Source: an optimization exercise on an open RTL-to-GDS flow (aim: small area, a short achievable clock period and few clock cycles per item). Production flows keep margins and buffers that such runs may drop. No functional check of the RTL was part of any run shown here. No activity file was given, so power comes from the tool's default toggle rates.

==> flow/design.v, too long to show whole: its modules and the start of the top module <==
// module conv3x3_fa: 10 lines
// module conv3x3_ha: 9 lines
// module conv3x3_pp3n: 6 lines
// module conv3x3_pp3p: 6 lines
// module conv3x3_pp2n: 6 lines
// module conv3x3_stream: 2406 lines
module conv3x3_stream
#(
  parameter int DATA_W     = 8,
  parameter int COEF_W     = 8,
  parameter int NORM_SHIFT = 4
) (
  input  logic                  i_clk,
  input  logic                  i_rst,
  input  logic [9*DATA_W-1:0]   i_pixel_data,
  input  logic                  i_pixel_data_valid,
  input  logic                  i_pixel_data_last,
  output logic                  o_pixel_data_ready,
  output logic [DATA_W-1:0]     o_convolved_data,
  output logic                  o_convolved_data_valid,
  output logic                  o_convolved_data_last,
  output logic                  o_convolved_sat,
  input  logic                  i_out_ready,
  input  logic                  i_coef_we,
  input  logic [3:0]            i_coef_addr,
  input  logic [COEF_W-1:0]     i_coef_data,
  input  logic                  i_coef_commit,
  output logic                  o_cfg_pending
);
  // ...
==> flow/run.sh <==
#!/bin/bash
# synth_recipe.tcl (not shown) runs the flow's synth.tcl, then flattens the netlist and writes it again
# the make line also repeats each setting of config.mk as NAME=value (left out here)
make -C /OpenROAD-flow-scripts/flow DESIGN_CONFIG=/design/flow/config.mk WORK_HOME=/design/flow/orfs CLKGATE_MAP_FILE= SYNTH_SCRIPT=/design/flow/synth_recipe.tcl finish
==> flow/config.mk <==
export PLATFORM = sky130hd
export DESIGN_NAME = conv3x3_stream
export DESIGN_NICKNAME = conv3x3_stream
export VERILOG_FILES = /design/flow/design.v
export SDC_FILE = /design/flow/constraint.sdc
export NUM_CORES = 4
export LEC_CHECK = 0
export CAP_MARGIN = 20
export CORE_MARGIN = 2
export CORE_UTILIZATION = 40
export SETUP_SLACK_MARGIN = 2.6
export SLEW_MARGIN = 20
export SYNTH_HIERARCHICAL = 1
==> flow/constraint.sdc <==
create_clock -name core_clock -period 5.0 [get_ports {i_clk}]
set_input_delay 1.0000 -clock core_clock [delete_from_list [all_inputs] [get_ports {i_clk}]]
set_output_delay 1.0000 -clock core_clock [all_outputs]
set_load 0.01 [all_outputs]
==> results_dict.tcl, run 1 <==
set metrics [dict create \
    run_status "timing/DRC/antenna clean" \
    worstSkewPairLatency_ps 620 \
    core_region_area_um2 81700 \
    n_multi_input_combinational_cell 1799 \
    min_setup_slack_post_route_ps 2220 \
    post_synth_num_cell_types 85 \
    synth-edff-count 142 \
    n_all_buffers 256 \
    grt_setup_unrepaired "yes" \
    path_delay_family "simple AND/OR/NAND/NOR gates" \
    setup_total_negative_slack_ps 0 \
    syn-instance-count 2498 \
    synthTopCellsByArea "fa_1, dfxtp_1, edfxtp_1" \
    wire_length_of_the_first_global_routing_pass_um 149000 \
    htree_num_levels 3 \
    tritoncts.num_buffers 67 \
    min-delay-path-class "reg2reg" \
    critical_path_required_ps 5370 \
    timing.critical_path.slowest_stage_cell "or4_4" \
    crit_path_start "wp_q[2]$_SDFFE_PP0P_" \
    clock_sink_count 582 \
    synth.yosys.seq_area_share 0.397 \
    grt_busiest_layer "met2" \
    internal_power_uw 14400 \
    power_clock_uw 4930 \
    multi_input_gate_share_of_the_layout_cell_area 0.517 \
    final_antenna_net_count 0 \
    yosysWarnings 7 \
    timing_worst_slew_pin_value_ps 1050 \
    resized_gates_after_cts 430 \
    multiInputGateArea_um2 20900 \
    nFlopsAndLatches 582 \
    vias 20452 \
    critPathMaxFanout 5 \
    crit_type "reg2reg" \
    post_dr_wirelength_cell_um 25.5 \
    synth_compound_area_frac 0.0508 \
    seq_power_uw 7280 \
    dominant-cell-class "multi-input gates" \
    worst-endpoint-arrival_ps 3150 \
    cts_post_setup_buffers_inserted 116 \
    fp.dieH_um 291 \
    yosys.area_share.simple 0.146 \
    clock_buffers 89 \
]
==> run 2: changes to the inputs <==
--- a/flow/design.v
+++ b/flow/design.v
@@ -2408,47 +2408,58 @@
   logic [9:0] res_d;
   assign res_neg  = cs_c ? cs_neg1 : cs_neg0;
   assign res_big  = cs_c ? cs_big1 : cs_big0;
   assign res_sat  = res_neg | res_big;
   assign res_data = (cs_lo | {8{res_big}}) & ~{8{res_neg}};
   assign res_v    = vq[4];
   assign res_d    = {res_data, lq[4], res_sat};
   logic [NQ-1:0][9:0] mem_q;
-  logic [PW-1:0]      wp_q, rp_q;
+  logic [NQ-1:0]      wp_q, rp_q;
+  logic               fne_q;       
   logic [PW:0]        fcnt_q;
   logic [CW-1:0]      cnt_q, cnt_d;
   logic               rdy_q;
   logic               out_v_q;
   logic [9:0]         out_d_q;
-  logic               take, out_free, f_empty, push, pop;
+  logic [9:0]         head;
+  logic               take, out_free, push, pop;
+  logic [PW:0]        fcnt_d;
   assign acc      = i_pixel_data_valid & rdy_q;
   assign take     = out_v_q & i_out_ready;
   assign out_free = ~out_v_q | i_out_ready;
-  assign f_empty  = (fcnt_q == '0);
-  assign pop      = out_free & ~f_empty;
-  assign push     = res_v & ~(out_free & f_empty);
+  assign pop      = out_free & fne_q;
+  assign push     = res_v & ~(out_free & ~fne_q);
   assign cnt_d    = cnt_q + {{(CW-1){1'b0}}, acc} - {{(CW-1){1'b0}}, take};
+  assign fcnt_d   = fcnt_q + {{PW{1'b0}}, push} - {{PW{1'b0}}, pop};
+  always_comb begin
+    head = '0;
+    for (int i = 0; i < NQ; i++) head = head | (mem_q[i] & {10{rp_q[i]}});
+  end
   always_ff @(posedge i_clk) begin
     if (i_rst) begin
       cnt_q   <= '0;
       rdy_q   <= 1'b1;
       out_v_q <= 1'b0;
-      wp_q    <= '0;
-      rp_q    <= '0;
+      wp_q    <= NQ'(1);
+      rp_q    <= NQ'(1);
       fcnt_q  <= '0;
+      fne_q   <= 1'b0;
     end else begin
       cnt_q  <= cnt_d;
       rdy_q  <= (cnt_d < CW'(CAP));
-      fcnt_q <= fcnt_q + {{PW{1'b0}}, push} - {{PW{1'b0}}, pop};
-      if (push) wp_q <= (wp_q == PW'(NQ - 1)) ? '0 : wp_q + 1'b1;
-      if (pop)  rp_q <= (rp_q == PW'(NQ - 1)) ? '0 : rp_q + 1'b1;
-      if (out_free) out_v_q <= res_v | ~f_empty;
+      fcnt_q <= fcnt_d;
+      fne_q  <= (fcnt_d != '0);
+      if (push) wp_q <= {wp_q[NQ-2:0], wp_q[NQ-1]};
+      if (pop)  rp_q <= {rp_q[NQ-2:0], rp_q[NQ-1]};
+      if (out_free) out_v_q <= res_v | fne_q;
     end
   end
   always_ff @(posedge i_clk) begin
-    if (push) mem_q[wp_q] <= res_d;
-    if (out_free) out_d_q <= f_empty ? res_d : mem_q[rp_q];
+    for (int i = 0; i < NQ; i++) begin
+      if (push && wp_q[i]) mem_q[i] <= res_d;
+    end
+    if (out_free) out_d_q <= fne_q ? head : res_d;
   end
   assign o_pixel_data_ready = rdy_q;
   assign o_convolved_data_valid = out_v_q;
   assign {o_convolved_data, o_convolved_data_last, o_convolved_sat} = out_d_q;
 endmodule
==> flow/config.mk (replaced) <==
export PLATFORM = sky130hd
export DESIGN_NAME = conv3x3_stream
export DESIGN_NICKNAME = conv3x3_stream
export VERILOG_FILES = /design/flow/design.v
export SDC_FILE = /design/flow/constraint.sdc
export NUM_CORES = 4
export LEC_CHECK = 0
export CAP_MARGIN = 20
export CORE_MARGIN = 2
export CORE_UTILIZATION = 40
export SETUP_SLACK_MARGIN = 2.4
export SLEW_MARGIN = 20
export SYNTH_HIERARCHICAL = 1
==> run 2 against run 1 <==
Against the previous run: routed wire length decreased by 17%; clock skew down 16 ps; via count fell by 16%.
==> results_dict.tcl, run 2 <==
set metrics [dict create \
    gp_congestion 0.948 \
    synthTopCellsByArea "fa_1, dfxtp_1, edfxtp_1" \
    critPathMaxFanout 8 \
    worst-endpoint-arrival_ps 3110 \
    power_per_cell_area_nw_per_um2 599 \
    crit_type "reg2reg" \
    cts_tree "done" \
    syn-instance-count 2173 \
    worst_r2r_endpoint "st1_q[65]$_DFF_P_" \
    clock_sink_count 589 \
    hold-path-endpoint "st3_q[7]$_DFF_P_" \
    yosys.cell_count.top_type "fa_1" \
    largest_net_degree_at_the_start_of_global_routing 73 \
    post_synth_num_cell_types 51 \
    largest_register_ff_count 175 \
    final_hold_viol_count 0 \
    layout-area-overhead-vs-synth_pct 15.6 \
    fp.dieH_um 280 \
    htree_num_levels 2 \
    wire_length_of_the_first_global_routing_pass_um 125000 \
    yosys_register_bits 589 \
    dpl.hpwl_um 65100 \
    drv_slew 0 \
    grt_setup_unrepaired "yes" \
    yosysWarnings 7 \
    finalCoreUtilization 0.466 \
    clk_transition_reported_paths_ps 60 \
    synthArstFlopShare 0 \
    min-delay-path-class "reg2reg" \
    wl_um 82400 \
    final_antenna_net_count 0 \
    hold_path.startpoint "st2_q[7]$_DFF_P_" \
    via_count_of_the_first_global_routing_pass 19575 \
    timing_worst_slew_pin_value_ps 1120 \
    clock_tree.buffer_depth 3 \
    ys.flop_type "dfxtp_1" \
    io-pin-count 104 \
    setup_viol 0 \
    number_of_antenna_violations_at_the_first_check_in_global_routing 4 \
    std_cell_rows 101 \
    tritoncts.num_buffers 61 \
    cell_taking_the_most_area_after_synthesis "fa_1" \
    p_seq_frac 0.346 \
    run_status "timing/DRC/antenna clean" \
    post-route-drc-count 0 \
    synth.yosys.seq_area_share 0.433 \
    grt-ovfl-total 0 \
    worstSkewPairLatency_ps 660 \
    internal_power_uw 13500 \
    core_region_area_um2 75700 \
    post_dr_wirelength_cell_um 24.4 \
    mostFrequentLayoutCells "fa_1, and2_1, dfxtp_1" \
    grt_use_total 0.219 \
    synth-edff-count 142 \
    combPwrFrac 0.432 \
    synth.top_cells.by_count "fa_1, and2_1, dfxtp_1" \
    fmaxAchievable_mhz 385 \
    viasPerCell 5.07 \
    vias 17118 \
    portBuffers 103 \
    timing.reg2reg.setup_slack_ps 2400 \
    relSlewSlack 0.253 \
    layout-drive-gt1-share 0.0784 \
    final_common_cell "fa_1" \
    min_path_cells 0 \
    crit_path_end_kind "flop" \
    netlist.area_leader.share 0.359 \
    finalCriticalPeriod_ps 2600 \
    starting_drc_count_in_detailed_routing 1023 \
    layout.filler_cells 6570 \
    power_switching_uw 7650 \
    setup.worst_path.start_class "flop" \
    critical_path_required_ps 5510 \
    largest_register "st1_q" \
    floorplan.initialDensity 0.403 \
    root_buffer "clkbuf_16" \
    vdd.ir_drop.worst_v 0.000450 \
    setup_total_negative_slack_ps 0 \
    post_synth.cell_area_avg_um2 14.1 \
    p_sw_frac 0.362 \
    fp.dieArea_um2 78600 \
    detail_route.first_pass.iterations 5 \
    die-width_um 280 \
    period_share 0.519 \
    final_nets 3015 \
    synth_area_um2 30500 \
    finalClockSkew_ps 28.2 \
    post-layout-total-power_uw 21100 \
    r2r_start "px_q[3]$_DFF_P_" \
    timing.reg2reg.worst_path_depth 4 \
    timing.max_cap.violations 0 \
    static-leakage-power_uw 0.0144 \
    synth_fp_nets 2839 \
    power_frac_clock 0.222 \
]
## run 2: cell types whose count changed after synthesis, sizes merged, moves of 15 or more
cell	change
o21ai	-67
nor2	-23
mux2	-15
nor3	-18
mux4	-18
buf	-17
nand2	-19
## run 2: per-layer routing
metal,GRT usage,share of wire,up-vias
met3,0.0413,0.056,195
met4,0.0916,0.043,2
met5,0,0.00057,-
li1,-,-,7320
met2,0.375,0.50,551
met1,0.271,0.40,9050
## run 2: cell families (layout without fill, tap and decap cells)
family	Yosys count	in the layout	share of synthesized area
AO/OA/AOI/OAI	105	105	0.0255
XOR/XNOR	16	16	0.00459
adder cells (fa/ha/maj)	575	575	0.370
buffers and inverters	86	311	0.0107
flip-flops	589	589	0.433
multiplexers	59	59	0.0194
other	0	3	0
AND/OR/NAND/NOR	743	743	0.137
## run 2: power by group through the flow
stage | Clock [uW] | Combinational (uW) | Sequential (uW)
after floorplan | 0 | 5970 | 7110
after global placement | 0 | 8730 | 7550
after detailed placement | 0 | 9070 | 7590
after CTS | 4800 | 9280 | 7410
after global routing | 5000 | 10600 | 7450
final | 4680 | 9130 | 7320
## run 2: layout make-up
| cell class | instances | area, um2 | area share |
|---|---|---|---|
| tap | 978 | 1220 | 0.0347 |
| clock inverter | 34 | 393 | 0.0111 |
| multi-input combinational | 1498 | 17100 | 0.484 |
| inverter | 44 | 175 | 0.00496 |
| antenna | 3 | 7.51 | 0.000213 |
| sequential | 589 | 13200 | 0.375 |
| timing repair buffer | 155 | 1490 | 0.0423 |
| clock buffer | 78 | 1700 | 0.0482 |
## run 2: critical path: stages, from the launching register on
cell	delay, ps
dfxtp_1	600
and2_1	230
fa_1	450
fa_1	690
fa_1	470
## run 2: what timing repair did
action,in CTS,in global routing
setup endpoints to repair,24,22
gates resized for setup,8,9
pin swaps,2,2
setup buffers,30,21
hold buffers,0,0
cloned,0,0
## run 2: modules after synthesis (local to each module, per instance)
| module | times used | flip-flops and latches | cells | cell area, um2 |
|---|---|---|---|---|
| conv3x3_stream | 1 | 589 | 1624 | 19600 |
| conv3x3_fa | 544 | 0 | 1 | 20.0 |
| conv3x3_ha | 5 | 0 | 1 | 12.5 |
## run 2: worst max-delay path by stage
stage	end	start
floorplan	fne_q$_SDFF_PP0_	i_out_ready
global placement	fne_q$_SDFF_PP0_	i_out_ready
detailed placement	fne_q$_SDFF_PP0_	i_out_ready
CTS	fne_q$_SDFF_PP0_	fne_q$_SDFF_PP0_
global route	fne_q$_SDFF_PP0_	i_out_ready
finish	st1_q[65]$_DFF_P_	px_q[3]$_DFF_P_
## run 2: per-stage QoR
step	instance area (um2)	setup slack, ps	std cells	hold WS (ps)
6_report	35300	2400	3379	324
5_1_grt	35300	2400	3376	332
4_1_cts	35100	2380	3355	326
3_5_place_dp	32700	1290	3213	312
3_3_place_gp	32700	1340	3213	312
2_1_floorplan	30600	2040	2173	310

==> port drivers added, routing unchanged <==
The results above use ideal ports. As a check the final layouts listed here were re-extracted and re-timed, cells and wires unchanged. Step 1, drivers: a clkbuf_16 drives i_clk and a buf_2 each remaining input, both assumed. Step 2 moves the port delays by t, midway between the first and last clock arrival at a register: inputs arrive t later, outputs are due t later. That takes back most of the time a late clock gives input paths. Slacks: ideal / step 1 / step 2; pairs: ideal / step 1.
run | t (ns) | slack for setup (ns) | worst register clock-pin slew, ns | cell pins on the clock port's net
run 1 | 0.663 | 2.223 / 2.223 / 2.102 | 0.07 / 0.07 | 1
run 2 | 0.708 | 2.403 / 2.403 / 1.786 | 0.07 / 0.07 | 1
After both steps every run listed still meets setup and hold. For run 2, which loses most, drivers alone change the setup slack by 0.000 ns; drivers and shift together by -0.617 ns.
